Source: an optimization exercise on an open RTL-to-GDS flow (aim: small area, a short achievable clock period and few clock cycles per item). Production flows keep margins and buffers that such runs may drop.
Where RTL was checked, it was by simulation tests only, not by an equivalence proof against the original.

==> inputs of run a <==
==> flow/design.v (excerpt) <==
module gregorian_day_number_convert_top (
    input  logic         clk,
    input  logic         rst_n,
    input  logic         req_valid,
    output logic         req_ready,
    input  logic         req_type,
    input  logic [13:0]  year_in,
    input  logic [3:0]   month_in,
    input  logic [4:0]   day_in,
    input  logic [21:0]  number_in,
    output logic         rsp_valid,
    input  logic         rsp_ready,
    output logic [21:0]  number_out,
    output logic [13:0]  year_out,
    output logic [3:0]   month_out,
    output logic [4:0]   day_out,
    output logic         range_error
);
    logic        v1_reg, v2_reg, v3_reg, v4_reg;
    logic        en;
    logic        s1_typ_reg;
    logic        s1_err_reg;
    logic [13:0] s1_y_reg;
    logic [9:0]  s1_a_reg;
    logic        s2_typ_reg;
    logic        s2_err_reg;
    logic [13:0] s2_y_reg;
    logic [9:0]  s2_a_reg;
    logic [6:0]  s2_q_reg;
    logic        s3_typ_reg;
    logic        s3_err_reg;
    logic        s3_leap_reg;
    logic [1:0]  s3_yh_reg;
    logic [21:0] s3_p_reg;
    logic        s4_num_reg;
    logic        s4_date_reg;
    logic        s4_err_reg;
    logic [23:0] s4_p_reg;
    assign en = !v4_reg || rsp_ready;
    assign req_ready = en;
    assign rsp_valid = v4_reg;
    always_ff @(posedge clk or negedge rst_n)
    begin
        if (!rst_n)
        begin
            v1_reg <= 1'b0;
            v2_reg <= 1'b0;
            v3_reg <= 1'b0;
            v4_reg <= 1'b0;
        end
        else if (en)
        begin
            v1_reg <= req_valid;
            v2_reg <= v1_reg;
            v3_reg <= v2_reg;
            v4_reg <= v3_reg;
        end
    end
    logic [3:0]  a_mi;
    logic        a_wrap;
    logic [8:0]  a_off;
    logic [13:0] a_yf;
    logic        a_ferr;
    logic [13:0] a_est;
    logic        a_gbad;
    gdn_est u_est (.n(number_in), .est(a_est));
    always_comb
    begin
        a_mi = gdn_pkg::fwd_month_index(month_in);
        a_wrap = (a_mi >= 4'd10);
        a_off = gdn_pkg::month_offset(a_mi) + 9'(day_in);
        a_yf = year_in - 14'(a_wrap);
        a_ferr = (a_wrap && (year_in == 14'd0)) || (a_yf > 14'd9999)
              || ((a_yf == 14'd9999) && (a_off > 9'd306))
              || ((a_yf == 14'd0) && (a_off < 9'd307));
  ...
==> flow/config.mk <==
export PLATFORM = sky130hd
export DESIGN_NAME = gregorian_day_number_convert_top
export DESIGN_NICKNAME = gregorian_day_number_convert_top
export VERILOG_FILES = /design/flow/design.v
export SDC_FILE = /design/flow/constraint.sdc
export NUM_CORES = 4
export LEC_CHECK = 0
export CAP_MARGIN = 20
export CORE_MARGIN = 2
export CORE_UTILIZATION = 60
export PLACE_DENSITY = 0.75
export SETUP_SLACK_MARGIN = 3.5
export SLEW_MARGIN = 20
==> flow/constraint.sdc <==
create_clock -name core_clock -period 9.0 [get_ports {clk}]
set_input_delay 1.8000 -clock core_clock [delete_from_list [all_inputs] [get_ports {clk}]]
set_output_delay 1.8000 -clock core_clock [all_outputs]
set_load 0.01 [all_outputs]
run.sh (not shown) runs the stock make flow with config.mk's settings and CLKGATE_MAP_FILE= SYNTH_SCRIPT=/design/flow/synth_recipe.tcl, a recipe that flattens the netlist after the stock synthesis.
==> run b (differences from run a) <==
--- a/flow/design.v
+++ b/flow/design.v
@@ -827,21 +827,22 @@
     logic [9:0]  s1_a_reg;
     logic        s2_typ_reg;
     logic        s2_err_reg;
     logic [13:0] s2_y_reg;
     logic [9:0]  s2_a_reg;
     logic [6:0]  s2_q_reg;
+    logic        s2_leap_reg;
     logic        s3_typ_reg;
     logic        s3_err_reg;
     logic        s3_leap_reg;
     logic [1:0]  s3_yh_reg;
     logic [21:0] s3_p_reg;
     logic        s4_num_reg;
     logic        s4_date_reg;
     logic        s4_err_reg;
-    logic [23:0] s4_p_reg;
+    logic [22:0] s4_p_reg;
     assign en = !v4_reg || rsp_ready;
     assign req_ready = en;
     assign rsp_valid = v4_reg;
     always_ff @(posedge clk or negedge rst_n)
     begin
         if (!rst_n)
@@ -895,48 +896,53 @@
                 s1_y_reg <= a_yf;
                 s1_a_reg <= {1'b0, a_off};
             end
         end
     end
     logic [6:0]  b_q;
+    logic [4:0]  b_rem25;
+    logic        b_leap;
     gdn_q u_q (.y(s1_y_reg), .q(b_q));
+    always_comb
+    begin
+        b_rem25 = s1_y_reg[6:2] - 5'(b_q) * 5'd25;
+        b_leap = (s1_y_reg[1:0] == 2'd0) && ((b_rem25 != 5'd0) || (b_q[1:0] == 2'd0));
+    end
     always_ff @(posedge clk)
     begin
         if (en)
         begin
             s2_typ_reg <= s1_typ_reg;
             s2_err_reg <= s1_err_reg;
             s2_y_reg <= s1_y_reg;
             s2_a_reg <= s1_a_reg;
             s2_q_reg <= b_q;
+            s2_leap_reg <= b_leap;
         end
     end
     logic [21:0] m_z;
-    logic [4:0]  m_rem25;
-    logic        m_leap;
     gdn_z u_z (.t(s2_typ_reg), .a(s2_a_reg), .y(s2_y_reg), .q(s2_q_reg), .z(m_z));
-    always_comb
-    begin
-        m_rem25 = s2_y_reg[6:2] - 5'(s2_q_reg) * 5'd25;
-        m_leap = (s2_y_reg[1:0] == 2'd0) && ((m_rem25 != 5'd0) || (s2_q_reg[1:0] == 2'd0));
-    end
     always_ff @(posedge clk)
     begin
         if (en)
         begin
             s3_typ_reg <= s2_typ_reg;
             s3_err_reg <= s2_err_reg;
-            s3_leap_reg <= m_leap;
+            s3_leap_reg <= s2_leap_reg;
             s3_yh_reg <= s2_y_reg[13:12];
             s3_p_reg <= s2_typ_reg ? {s2_y_reg[11:0], ~m_z[9:0]} : m_z;
         end
     end
     logic        c_back;
     logic [8:0]  c_d;
     logic [11:1] c_ge;
     logic [3:0]  c_mi;
+    logic [8:0]  c_mo;
+    logic [4:0]  c_day;
+    logic [3:0]  c_month;
+    logic [13:0] c_year;
     always_comb
     begin
         c_back = s3_p_reg[9];
         c_d = s3_p_reg[8:0] + (c_back ? 9'd365 + 9'(s3_leap_reg) : 9'd0);
         for (int k = 1; k < 12; k++)
         begin
@@ -944,46 +950,27 @@
         end
         c_mi[3] = c_ge[8];
         c_mi[2] = c_ge[4] && !c_ge[8];
         c_mi[1] = (c_ge[2] && !c_ge[4]) || (c_ge[6] && !c_ge[8]) || c_ge[10];
         c_mi[0] = (c_ge[1] && !c_ge[2]) || (c_ge[3] && !c_ge[4]) || (c_ge[5] && !c_ge[6])
                || (c_ge[7] && !c_ge[8]) || (c_ge[9] && !c_ge[10]) || c_ge[11];
+        c_mo = gdn_pkg::month_offset(c_mi);
+        c_day = c_d[4:0] - c_mo[4:0] + 5'd1;
+        c_month = c_ge[10] ? c_mi - 4'd9 : c_mi + 4'd3;
+        c_year = {s3_yh_reg, s3_p_reg[21:10]} - 14'(c_back) + 14'(c_ge[10]);
     end
     always_ff @(posedge clk)
     begin
         if (en)
         begin
             s4_num_reg <= !s3_typ_reg && !s3_err_reg;
             s4_date_reg <= s3_typ_reg && !s3_err_reg;
             s4_err_reg <= s3_err_reg;
-            s4_p_reg <= s3_typ_reg ? {s3_yh_reg, s3_p_reg[21:10], c_back, c_mi, c_d[4:0]}
-                                   : {2'b0, s3_p_reg};
+            s4_p_reg <= s3_typ_reg ? {c_year, c_month, c_day} : {1'b0, s3_p_reg};
         end
     end
-    logic [13:0] o_y;
-    logic        o_back;
-    logic [3:0]  o_mi;
-    logic        o_wrap;
-    logic [4:0]  o_mo;
-    logic [4:0]  o_day;
-    logic [3:0]  o_month;
-    logic [13:0] o_year;
-    assign o_mo = (o_mi == 4'd1) ? 5'd31 : (o_mi == 4'd2) ? 5'd29 : (o_mi == 4'd3) ? 5'd28
-                : (o_mi == 4'd4) ? 5'd26 : (o_mi == 4'd5) ? 5'd25 : (o_mi == 4'd6) ? 5'd24
-                : (o_mi == 4'd7) ? 5'd22 : (o_mi == 4'd8) ? 5'd21 : (o_mi == 4'd9) ? 5'd19
-                : (o_mi == 4'd10) ? 5'd18 : (o_mi == 4'd11) ? 5'd17 : 5'd0;
-    always_comb
-    begin
-        o_y = s4_p_reg[23:10];
-        o_back = s4_p_reg[9];
-        o_mi = s4_p_reg[8:5];
-        o_wrap = (o_mi >= 4'd10);
-        o_day = s4_p_reg[4:0] - o_mo + 5'd1;
-        o_month = o_wrap ? o_mi - 4'd9 : o_mi + 4'd3;
-        o_year = o_y - 14'(o_back) + 14'(o_wrap);
-        range_error = s4_err_reg;
-        number_out = s4_num_reg ? s4_p_reg[21:0] : 22'd0;
-        year_out = s4_date_reg ? o_year : 14'd0;
-        month_out = s4_date_reg ? o_month : 4'd0;
-        day_out = s4_date_reg ? o_day : 5'd0;
-    end
+    assign range_error = s4_err_reg;
+    assign number_out = s4_num_reg ? s4_p_reg[21:0] : 22'd0;
+    assign year_out = s4_date_reg ? s4_p_reg[22:9] : 14'd0;
+    assign month_out = s4_date_reg ? s4_p_reg[8:5] : 4'd0;
+    assign day_out = s4_date_reg ? s4_p_reg[4:0] : 5'd0;
 endmodule
==> flow/flow/run.sh (new file) <==
#!/bin/bash
# Layout flow: the standard flow, with the half-adder cells added to the don't-use list so that
# synthesis maps only the carry-save trees' full adders to adder cells and abc maps the rest.
set -o pipefail
bash standard.sh "DONT_USE_CELLS=sky130_fd_sc_hd__probe_p_8 sky130_fd_sc_hd__probec_p_8 sky130_fd_sc_hd__lpflow_bleeder_1 sky130_fd_sc_hd__lpflow_clkbufkapwr_1 sky130_fd_sc_hd__lpflow_clkbufkapwr_16 sky130_fd_sc_hd__lpflow_clkbufkapwr_2 sky130_fd_sc_hd__lpflow_clkbufkapwr_4 sky130_fd_sc_hd__lpflow_clkbufkapwr_8 sky130_fd_sc_hd__lpflow_clkinvkapwr_1 sky130_fd_sc_hd__lpflow_clkinvkapwr_16 sky130_fd_sc_hd__lpflow_clkinvkapwr_2 sky130_fd_sc_hd__lpflow_clkinvkapwr_4 sky130_fd_sc_hd__lpflow_clkinvkapwr_8 sky130_fd_sc_hd__lpflow_decapkapwr_12 sky130_fd_sc_hd__lpflow_decapkapwr_3 sky130_fd_sc_hd__lpflow_decapkapwr_4 sky130_fd_sc_hd__lpflow_decapkapwr_6 sky130_fd_sc_hd__lpflow_decapkapwr_8 sky130_fd_sc_hd__lpflow_inputiso0n_1 sky130_fd_sc_hd__lpflow_inputiso0p_1 sky130_fd_sc_hd__lpflow_inputiso1n_1 sky130_fd_sc_hd__lpflow_inputiso1p_1 sky130_fd_sc_hd__lpflow_inputisolatch_1 sky130_fd_sc_hd__lpflow_isobufsrc_1 sky130_fd_sc_hd__lpflow_isobufsrc_16 sky130_fd_sc_hd__lpflow_isobufsrc_2 sky130_fd_sc_hd__lpflow_isobufsrc_4 sky130_fd_sc_hd__lpflow_isobufsrc_8 sky130_fd_sc_hd__lpflow_isobufsrckapwr_16 sky130_fd_sc_hd__lpflow_lsbuf_lh_hl_isowell_tap_1 sky130_fd_sc_hd__lpflow_lsbuf_lh_hl_isowell_tap_2 sky130_fd_sc_hd__lpflow_lsbuf_lh_hl_isowell_tap_4 sky130_fd_sc_hd__lpflow_lsbuf_lh_isowell_4 sky130_fd_sc_hd__lpflow_lsbuf_lh_isowell_tap_1 sky130_fd_sc_hd__lpflow_lsbuf_lh_isowell_tap_2 sky130_fd_sc_hd__lpflow_lsbuf_lh_isowell_tap_4  sky130_fd_sc_hd__ha_1 sky130_fd_sc_hd__ha_2 sky130_fd_sc_hd__ha_4" finish > standard.log 2>&1
==> flow/standard.sh (new file) <==
#!/bin/bash
# synth_recipe.tcl (not shown) runs the flow's synth.tcl, then flattens the netlist and writes it again
# the make line also repeats each setting of config.mk as NAME=value (left out here)
make -C /OpenROAD-flow-scripts/flow DESIGN_CONFIG=/design/flow/config.mk WORK_HOME=/design/flow/orfs CLKGATE_MAP_FILE= SYNTH_SCRIPT=/design/flow/synth_recipe.tcl "${@:-finish}"
Settings changed: CORE_UTILIZATION 60 to 40, PLACE_DENSITY 0.75 to unset.
removed: flow/run.sh
==> comparison table <==
quantity	run a	run b
Part of the cycle the worst path needs	64.5%	64.3%
Start point of the worst min-delay path	s3_p_reg[21]$_DFFE_PP_	s1_a_reg[5]$_DFFE_PP_
Worst slew margin	44.3%	40.4%
Global routing usage summed across all routing layers	25.2%	17.9%
Met3 wire len	1240 µm	1090 µm
Outcome	finished clean	finished clean
Max Clk Rate	0.172 GHz	0.173 GHz
Register area share after synthesis	26.1%	25.7%
Design area	0.0159 mm²	0.0164 mm²
Worst Tran Pin Value	0.831 ns	0.895 ns
Endpoint of the worst setup timing path	s1_y_reg[13]$_DFFE_PP_	s1_y_reg[12]$_DFFE_PP_
Width of the chip	153 µm	188 µm
WHS Endpoint	s4_p_reg[21]$_DFFE_PP_	s2_a_reg[5]$_DFFE_PP_
Area of the multi-input gates	0.00932 mm²	0.00968 mm²
Testbench counts of run b, summed over its fixed seeds: cycles 12,032, items 12,000.
No functional check of the RTL was part of run a.

-- separate check: timing with driven ports --
No port has a modelled driver above. Below, the same layouts with a new extraction and two added sets of constraints.
Step 1: set_driving_cell puts a clkbuf_16 on clk and a buf_2 on each other input, an assumption about the parent block.
Step 2, shift: input delay + t, output delay - t, t = (earliest + latest rising clock arrival at the registers) / 2. This alone moves slack from input paths to output paths.
a / b / c = ideal / step 1 / step 2; a / b = the first two.
run	shift t [ns]	setup slack, ns	slew at the worst register clock pin (ns)
run a	0.464	3.199 / 3.221 / 2.757	0.06 / 0.06
run b	0.460	3.214 / 3.206 / 2.747	0.06 / 0.06
After both steps setup and hold are still met in every run listed. For run b, which loses most, drivers alone change the setup slack by -0.008 ns; drivers and shift together by -0.467 ns.
